Background: an optimization exercise with open tools, aiming at small area and a short achievable clock period. Do not read the settings as production practice. The RTL was checked by simulation tests, not by an equivalence proof against the original design. No activity file was given, so power comes from the tool's default toggle rates.

===== config.mk =====
export PLATFORM = sky130hd
export DESIGN_NAME = attack_arbiter
export DESIGN_NICKNAME = attack_arbiter
export VERILOG_FILES = /design/flow/design.v
export SDC_FILE = /design/flow/constraint.sdc
export NUM_CORES = 4
export LEC_CHECK = 0
export CAP_MARGIN = 20
export CORE_MARGIN = 2
export CORE_UTILIZATION = 40
export SLEW_MARGIN = 20

===== constraint.sdc =====
create_clock -name core_clock -period 12.0 [get_ports {clock}]
set_input_delay 2.4000 -clock core_clock [delete_from_list [all_inputs] [get_ports {clock}]]
set_output_delay 2.4000 -clock core_clock [all_outputs]
set_load 0.01 [all_outputs]

===== design.v =====
package attack_pkg;
  localparam int unsigned HIT     = 0;
  localparam int unsigned SMASH_U = 1;
  localparam int unsigned SMASH_D = 2;
  localparam int unsigned SMASH_L = 3;
  localparam int unsigned SMASH_R = 4;
  localparam int unsigned JAB     = 5;
  localparam int unsigned SPEC_U  = 6;
  localparam int unsigned SPEC_D  = 7;
  localparam int unsigned SPEC_L  = 8;
  localparam int unsigned SPEC_R  = 9;
  localparam int unsigned SPEC_N  = 10;
  localparam int unsigned ACTIVE  = 11;
  localparam logic [1:0] TIER_SMASH   = 2'd3;
  localparam logic [1:0] TIER_SPECIAL = 2'd2;
  localparam logic [1:0] TIER_JAB     = 2'd1;
  localparam logic [3:0] DMG_SMASH   = 4'd15;
  localparam logic [3:0] DMG_SPECIAL = 4'd10;
  localparam logic [3:0] DMG_NEUTRAL = 4'd8;
  localparam logic [3:0] DMG_JAB     = 4'd3;
  typedef enum logic [1:0] {
    IDLE,
    EVAL,
    APPLY
  } arbState_t;
  typedef struct packed {
    logic       valid;
    logic [1:0] tier;
    logic [3:0] dmg;
  } hitInfo_t;
  function automatic hitInfo_t decodeType(input logic [SPEC_N:SMASH_U] typeBits);
    hitInfo_t info;
    info = '0;
    if (typeBits[SMASH_R:SMASH_U] != '0) begin
      begin info.valid = 1'b1; info.tier = TIER_SMASH; info.dmg = DMG_SMASH; end
    end else if (typeBits[JAB]) begin
      begin info.valid = 1'b1; info.tier = TIER_JAB; info.dmg = DMG_JAB; end
    end else if (typeBits[SPEC_R:SPEC_U] != '0) begin
      begin info.valid = 1'b1; info.tier = TIER_SPECIAL; info.dmg = DMG_SPECIAL; end
    end else if (typeBits[SPEC_N]) begin
      begin info.valid = 1'b1; info.tier = TIER_SPECIAL; info.dmg = DMG_NEUTRAL; end
    end
    decodeType = info;
  endfunction
endpackage
module kb_scaler #(
  parameter int unsigned DMG_W = 10
) (
  input  logic signed [15:0]      base,
  input  logic        [DMG_W-1:0] damage,
  output logic signed [15:0]      scaled
);
  logic signed [31:0] base32;
  logic signed [31:0] damage32;
  logic signed [31:0] product;
  logic signed [31:0] sum;
  always_comb begin
    base32   = 32'(base);
    damage32 = $signed(32'(damage));
    product  = base32 * damage32;
    sum      = base32 + (product >>> 7);
    if (sum > 32'sd32767) begin
      scaled = 16'sh7FFF;
    end else if (sum < -32'sd32767) begin
      scaled = 16'sh8001;
    end else begin
      scaled = sum[15:0];
    end
  end
endmodule
module attack_arbiter #(
  parameter int unsigned        STUN_W      = 24,
  parameter logic [STUN_W-1:0]  STUN_CYCLES = 24'd20,
  parameter int unsigned        DMG_W       = 10,
  parameter int unsigned        DMG_MAX     = 999
) (
  input  logic             clock,
  input  logic             reset,
  input  logic [31:0]      p1_attack,
  input  logic [31:0]      p1_knockback,
  input  logic [31:0]      p2_attack,
  input  logic [31:0]      p2_knockback,
  output logic [DMG_W-1:0] p1_damage,
  output logic [DMG_W-1:0] p2_damage,
  output logic [31:0]      p1_kb_out,
  output logic             p1_kb_valid,
  output logic [31:0]      p2_kb_out,
  output logic             p2_kb_valid,
  output logic             p1_stunned,
  output logic             p2_stunned,
  output logic             clash
);
  localparam logic [DMG_W:0]   DMG_LIMIT = (DMG_W+1)'(DMG_MAX);
  localparam logic [DMG_W-1:0] DMG_CAP   = DMG_W'(DMG_MAX);
  attack_pkg::arbState_t         state, stateNext;
  attack_pkg::hitInfo_t          p1Type, p2Type, p1Hit, p2Hit;
  logic              p1HitEv, p2HitEv;
  logic              p1Consumed, p2Consumed, p1Lockout, p2Lockout;
  logic              p1Pending, p2Pending;
  logic [31:0]       p1KbBase, p2KbBase;
  logic [STUN_W-1:0] p1StunCount, p2StunCount;
  logic              p1Stun, p2Stun;
  logic [DMG_W-1:0]  p1Damage, p2Damage, p1DamageNext, p2DamageNext;
  logic [DMG_W:0]    p1DamageSum, p2DamageSum;
  logic [31:0]       p1KbScaled, p2KbScaled, p1KbOut, p2KbOut;
  logic              p1KbValid, p2KbValid, clashReg;
  logic              p1Cand, p2Cand, p1Victim, p2Victim, clashNow;
  logic              unusedBits;
  assign unusedBits = ^{p1_attack[31:12], p2_attack[31:12]};
  assign p1Stun = (p1StunCount != '0);
  assign p2Stun = (p2StunCount != '0);
  always_comb begin
    p1Type  = attack_pkg::decodeType(p1_attack[attack_pkg::SPEC_N:attack_pkg::SMASH_U]);
    p2Type  = attack_pkg::decodeType(p2_attack[attack_pkg::SPEC_N:attack_pkg::SMASH_U]);
    p1HitEv = p1_attack[attack_pkg::HIT] & p1_attack[attack_pkg::ACTIVE] & ~p1Consumed & ~p1Lockout
              & ~p1Stun & p1Type.valid;
    p2HitEv = p2_attack[attack_pkg::HIT] & p2_attack[attack_pkg::ACTIVE] & ~p2Consumed & ~p2Lockout
              & ~p2Stun & p2Type.valid;
  end
  always_comb begin
    p1DamageSum  = {1'b0, p1Damage} + (DMG_W+1)'(p2Hit.dmg);
    p2DamageSum  = {1'b0, p2Damage} + (DMG_W+1)'(p1Hit.dmg);
    p1DamageNext = (p1DamageSum > DMG_LIMIT) ? DMG_CAP : p1DamageSum[DMG_W-1:0];
    p2DamageNext = (p2DamageSum > DMG_LIMIT) ? DMG_CAP : p2DamageSum[DMG_W-1:0];
  end
  kb_scaler #(.DMG_W(DMG_W)) uP1KbX (.base(p2KbBase[31:16]), .damage(p1DamageNext), .scaled(p1KbScaled[31:16]));
  kb_scaler #(.DMG_W(DMG_W)) uP1KbY (.base(p2KbBase[15:0]),  .damage(p1DamageNext), .scaled(p1KbScaled[15:0]));
  kb_scaler #(.DMG_W(DMG_W)) uP2KbX (.base(p1KbBase[31:16]), .damage(p2DamageNext), .scaled(p2KbScaled[31:16]));
  kb_scaler #(.DMG_W(DMG_W)) uP2KbY (.base(p1KbBase[15:0]),  .damage(p2DamageNext), .scaled(p2KbScaled[15:0]));
  always_ff @(posedge clock) begin
    if (!reset) begin
      state <= attack_pkg::IDLE;
    end else begin
      state <= stateNext;
    end
  end
  always_comb begin
    stateNext = state;
    p1Victim  = 1'b0;
    p2Victim  = 1'b0;
    clashNow  = 1'b0;
    p1Cand    = p1Pending & ~p1Stun & ~p2Stun;
    p2Cand    = p2Pending & ~p2Stun & ~p1Stun;
    unique case (state)
      attack_pkg::IDLE: begin
        if (p1Pending | p2Pending) stateNext = attack_pkg::EVAL;
      end
      attack_pkg::EVAL: begin
        stateNext = attack_pkg::IDLE;
        if (p1Cand && p2Cand) begin
          if (p1Hit.tier > p2Hit.tier) begin
            p2Victim  = 1'b1;
            stateNext = attack_pkg::APPLY;
          end else if (p2Hit.tier > p1Hit.tier) begin
            p1Victim  = 1'b1;
            stateNext = attack_pkg::APPLY;
          end else begin
            clashNow = 1'b1;
          end
        end else if (p1Cand) begin
          p2Victim  = 1'b1;
          stateNext = attack_pkg::APPLY;
        end else if (p2Cand) begin
          p1Victim  = 1'b1;
          stateNext = attack_pkg::APPLY;
        end
      end
      attack_pkg::APPLY: stateNext = attack_pkg::IDLE;
      default: stateNext = attack_pkg::IDLE;
    endcase
  end
  always_ff @(posedge clock) begin
    if (!reset) begin
      p1Consumed <= 1'b0;
      p2Consumed <= 1'b0;
      p1Lockout  <= p1_attack[attack_pkg::ACTIVE];
      p2Lockout  <= p2_attack[attack_pkg::ACTIVE];
      p1Pending  <= 1'b0;
      p2Pending  <= 1'b0;
      p1Hit      <= '0;
      p2Hit      <= '0;
      p1KbBase   <= '0;
      p2KbBase   <= '0;
    end else begin
      if (!p1_attack[attack_pkg::ACTIVE]) p1Lockout <= 1'b0;
      if (!p2_attack[attack_pkg::ACTIVE]) p2Lockout <= 1'b0;
      if (p1HitEv) p1Consumed <= 1'b1;
      else if (!p1_attack[attack_pkg::ACTIVE]) p1Consumed <= 1'b0;
      if (p2HitEv) p2Consumed <= 1'b1;
      else if (!p2_attack[attack_pkg::ACTIVE]) p2Consumed <= 1'b0;
      if (p1HitEv) begin
        p1Pending <= 1'b1;
        p1Hit     <= p1Type;
        p1KbBase  <= p1_knockback;
      end else if (state == attack_pkg::EVAL) begin
        p1Pending <= 1'b0;
      end
      if (p2HitEv) begin
        p2Pending <= 1'b1;
        p2Hit     <= p2Type;
        p2KbBase  <= p2_knockback;
      end else if (state == attack_pkg::EVAL) begin
        p2Pending <= 1'b0;
      end
    end
  end
  always_ff @(posedge clock) begin
    if (!reset) begin
      p1Damage    <= '0;
      p2Damage    <= '0;
      p1KbOut     <= '0;
      p2KbOut     <= '0;
      p1KbValid   <= 1'b0;
      p2KbValid   <= 1'b0;
      p1StunCount <= '0;
      p2StunCount <= '0;
      clashReg    <= 1'b0;
    end else begin
      p1KbValid <= p1Victim;
      p2KbValid <= p2Victim;
      clashReg  <= clashNow;
      if (p1Victim) begin
        p1Damage    <= p1DamageNext;
        p1KbOut     <= p1KbScaled;
        p1StunCount <= STUN_CYCLES;
      end else if (p1Stun) begin
        p1StunCount <= p1StunCount - STUN_W'(1);
      end
      if (p2Victim) begin
        p2Damage    <= p2DamageNext;
        p2KbOut     <= p2KbScaled;
        p2StunCount <= STUN_CYCLES;
      end else if (p2Stun) begin
        p2StunCount <= p2StunCount - STUN_W'(1);
      end
    end
  end
  assign p1_damage   = p1Damage;
  assign p2_damage   = p2Damage;
  assign p1_kb_out   = p1KbOut;
  assign p2_kb_out   = p2KbOut;
  assign p1_kb_valid = p1KbValid;
  assign p2_kb_valid = p2KbValid;
  assign p1_stunned  = p1Stun;
  assign p2_stunned  = p2Stun;
  assign clash       = clashReg;
endmodule

===== run.sh =====
#!/bin/bash
# synth_recipe.tcl (not shown) runs the flow's synth.tcl, then flattens the netlist and writes it again
# the make line also repeats each setting of config.mk as NAME=value (left out here)
make -C /OpenROAD-flow-scripts/flow DESIGN_CONFIG=/design/flow/config.mk WORK_HOME=/design/flow/orfs CLKGATE_MAP_FILE= SYNTH_SCRIPT=/design/flow/synth_recipe.tcl finish

==> results_dict.tcl <==
set metrics [dict create \
    synthMuxAreaShare 0.00326 \
    critPathKind "reg2reg" \
    synth_top_family_by_area "adder cells" \
    tightest_slew_ns 1.13 \
    syn_nets 5463 \
    crit_fanout 22 \
    antenna_found_initial 1 \
    async_flop_share 0 \
    cp-start-kind "register" \
    place.gp.congestion 0.881 \
    syn2layout_area_growth_pct 10.7 \
    first_pass_iters 6 \
    maxCapViolCount 0 \
    io_pins 219 \
    overflow 0 \
    cpMaxStageDelayCell "fa_1" \
    synth_seq_area_share 0.116 \
    netlist-cell-type-count 102 \
    mostFrequentLayoutCells "inv_1, nand2_1, fa_1, ha_1, and2_1" \
    final_common_cell "inv_1" \
    clock_latency_ns 0.62 \
    synthAdderAreaFrac 0.429 \
    dieArea_um2 95500 \
    synth-main-ff-cell "dfxtp_1" \
    synth_area_per_cell_um2 8.45 \
    grt_max_degree 73 \
    worstHoldPathType "reg2reg" \
    layout-drive-gt1-share 0.0385 \
    dp_hpwl_um 76800 \
    reg2reg_slack_ns 0.80 \
    grt_pass1_vias 29964 \
    cp-endpoint "p2KbOut[27]$_SDFFE_PN0P_" \
    slowest_delay_ns 0.57 \
    netlist_instances 4407 \
    status "timing/DRC/antenna clean" \
    yosysWarnings 2 \
    period_share 0.933 \
    wl_um 96000 \
    grt_usage 0.208 \
    postCtsSetupBuffers 0 \
    synthXorXnorAreaFrac 0.0442 \
    fp.dieW_um 309 \
    crit_path_end_kind "register" \
    ant_nets 0 \
    fin_tns_setup_ns 0 \
    hold_slack_ns 0.414 \
    finalSetupViolCount 0 \
    fp-row-count 111 \
    netlist_area_um2 37200 \
    io_buffers 178 \
    final_nets 5528 \
    path_common_cell "fa_1" \
    cp-startpoint "p1Hit[4]$_SDFFE_PN0P_" \
    peakVddDrop_v 0.000112 \
    via_per_inst 5.12 \
    drc 0 \
    fillers 9120 \
    fmax_mhz 89.3 \
    reg2regPathDepth 41 \
    r2r-start "p1Hit[4]$_SDFFE_PN0P_" \
    finalHoldViolCount 0 \
    rsz0062_at_grt "false" \
    cp.required_ns 12.46 \
    slew_headroom 0.249 \
    period_minus_slack_ns 11.20 \
    r2r_end "p2KbOut[27]$_SDFFE_PN0P_" \
    dr.first_iter.drc_count 1801 \
    cts.clk_slew.worst_paths_ns 0.06 \
    core_um2 91900 \
    wl_per_cell_um 16.7 \
    leakage_nw 20.4 \
    clk_path_buf_depth 3 \
    cts_hold_buf 0 \
    cts_buffers 28 \
    ys_ff_latch 215 \
    clkSinkCount 215 \
    synth_enable_flop_cells 2 \
    clock-skew-final_ns 0.0265 \
    initial_core_util 0.405 \
    cp.arrival_ns 11.66 \
    vias 29354 \
    cellPowerDensity_nw_per_um2 57.4 \
    cts_tree "built" \
    die_h_um 309 \
    htreeDepth 1 \
    synthSimpleGateAreaFrac 0.198 \
    synth_compound_area_frac 0.115 \
    cts_root_buf "clkbuf_16" \
    grt_pass1_wl_um 160000 \
    slew_viol_final 0 \
]
## cell type report
| cell class | instances | area (µm²) | area share |
|---|---|---|---|
| antenna | 1 | 2.50 | 0.0000607 |
| clock buffer | 36 | 761 | 0.0185 |
| clock inverter | 15 | 216 | 0.00525 |
| inverter | 745 | 2800 | 0.0679 |
| multi-input combinational | 3259 | 29500 | 0.714 |
| sequential | 215 | 4320 | 0.105 |
| tap | 1243 | 1560 | 0.0377 |
| timing repair buffer | 223 | 2110 | 0.0513 |
## registers in the layout, indices dropped and copies added, names as in the netlist, 2 cells and up
| signal | flops |
|---|---|
| p1KbBase | 32 |
| p1KbOut | 32 |
| p2KbBase | 32 |
| p2KbOut | 32 |
| p1StunCount | 24 |
| p2StunCount | 24 |
| p1Damage | 10 |
| p2Damage | 10 |
| p1Hit | 4 |
| p2Hit | 4 |
| state | 2 |
## worst min-delay path by stage
stage,slack [ns],end,startpoint,depth (start not counted)
4_1_cts,0.41,state[0]$_SDFFE_PN0P_,state[1]$_SDFFE_PN0P_,1
3_5_place_dp,0.41,state[0]$_SDFFE_PN0P_,state[1]$_SDFFE_PN0P_,1
6_report,0.41,state[0]$_SDFFE_PN0P_,state[1]$_SDFFE_PN0P_,1
5_1_grt,0.43,state[0]$_SDFFE_PN0P_,state[1]$_SDFFE_PN0P_,1
3_3_place_gp,0.39,state[0]$_SDFFE_PN0P_,state[1]$_SDFFE_PN0P_,1
2_1_floorplan,0.39,state[0]$_SDFFE_PN0P_,state[1]$_SDFFE_PN0P_,1
## worst max-delay path: cells and delay by family (launching register included)
family | cells | cell delay, ns
AO/OA/AOI/OAI | 15 | 3.39
XOR/XNOR | 1 | 0.15
flip-flops | 1 | 0.41
AND/OR/NAND/NOR | 12 | 2.53
buffers and inverters | 4 | 0.45
adder cells (fa/ha/maj) | 9 | 4.05
## routing by layer
layer / share of wire / track usage / vias up
met1: 0.45 / 0.283 / 14433
met5: 0 / 0 / -
li1: - / - / 14173
met2: 0.47 / 0.347 / 642
met3: 0.055 / 0.0315 / 106
met4: 0.024 / 0.0470 / 0
## power breakdown
part           internal [W]  leakage, nW  switching, W
Clock              0.000537        0.475      0.000378
Sequential         0.000782         1.74     0.0000961
Combinational      0.000241         18.1      0.000330
Total               0.00156         20.4      0.000804
## what timing repair did
item,4_1_cts,5_1_grt
endpoints found under the setup margin,0,41
resized for setup,0,8
hold endpoints to repair,0,0
## synthesized netlist by cell type, drive strengths merged, types with 63 or more instances
cell type    n  area share
xnor2      119       0.028
nor2       178       0.019
nor3        63      0.0089
nand2      644       0.065
ha         344        0.12
clkbuf     173       0.017
o21ai       87       0.012
inv        745       0.075
a21oi      238       0.033
dfxtp      213        0.11
xor2        68       0.016
fa         582        0.31
and2       310       0.052
## stage by stage
stage	power (W)	setup WS [ns]	cells	instance area, µm²	util
2_1_floorplan	0.00128	1.59	4407	37200	-
4_1_cts	0.00240	0.592	5736	41200	0.448
3_5_place_dp	0.00146	0.598	5685	40200	0.437
5_1_grt	0.00250	0.0228	5736	41200	0.448
6_report	0.00236	0.799	5737	41200	0.448
3_3_place_gp	0.00146	0.730	5685	40200	0.437
## kinds of logic (layout without fill, tap and decap cells)
logic type               Yosys count  count (layout)
other                              0               1
adder cells (fa/ha/maj)          926             926
AO/OA/AOI/OAI                    641             641
flip-flops                       215             215
buffers and inverters            933            1019
multiplexers                      12              12
XOR/XNOR                         187             187
AND/OR/NAND/NOR                 1493            1493

==> afterwards: timing with drivers on the ports <==
In the flow no input, the clock included, has a driving cell. The finished layout below was timed again as built, in two steps. Step 1, drivers: a clkbuf_16 drives clock and a buf_2 each remaining input, both assumed. Step 2 also shifts input and output timing later by t, the mid clock arrival at the registers, as if the neighbouring blocks saw the same clock. Three values: ideal ports, drivers, drivers and shift; two values: the first two.
shift t [ns]: 0.671
setup slack, ns: 0.799 / 0.799 / 0.799
worst setup path at the end: register to register
clock arrival spread, ns: 0.029 / 0.028
worst slew at a driven data input, ns: 0.05
After both steps setup and hold are still met in this run. For this run, drivers alone change the setup slack by 0.000 ns; drivers and shift together by 0.000 ns.
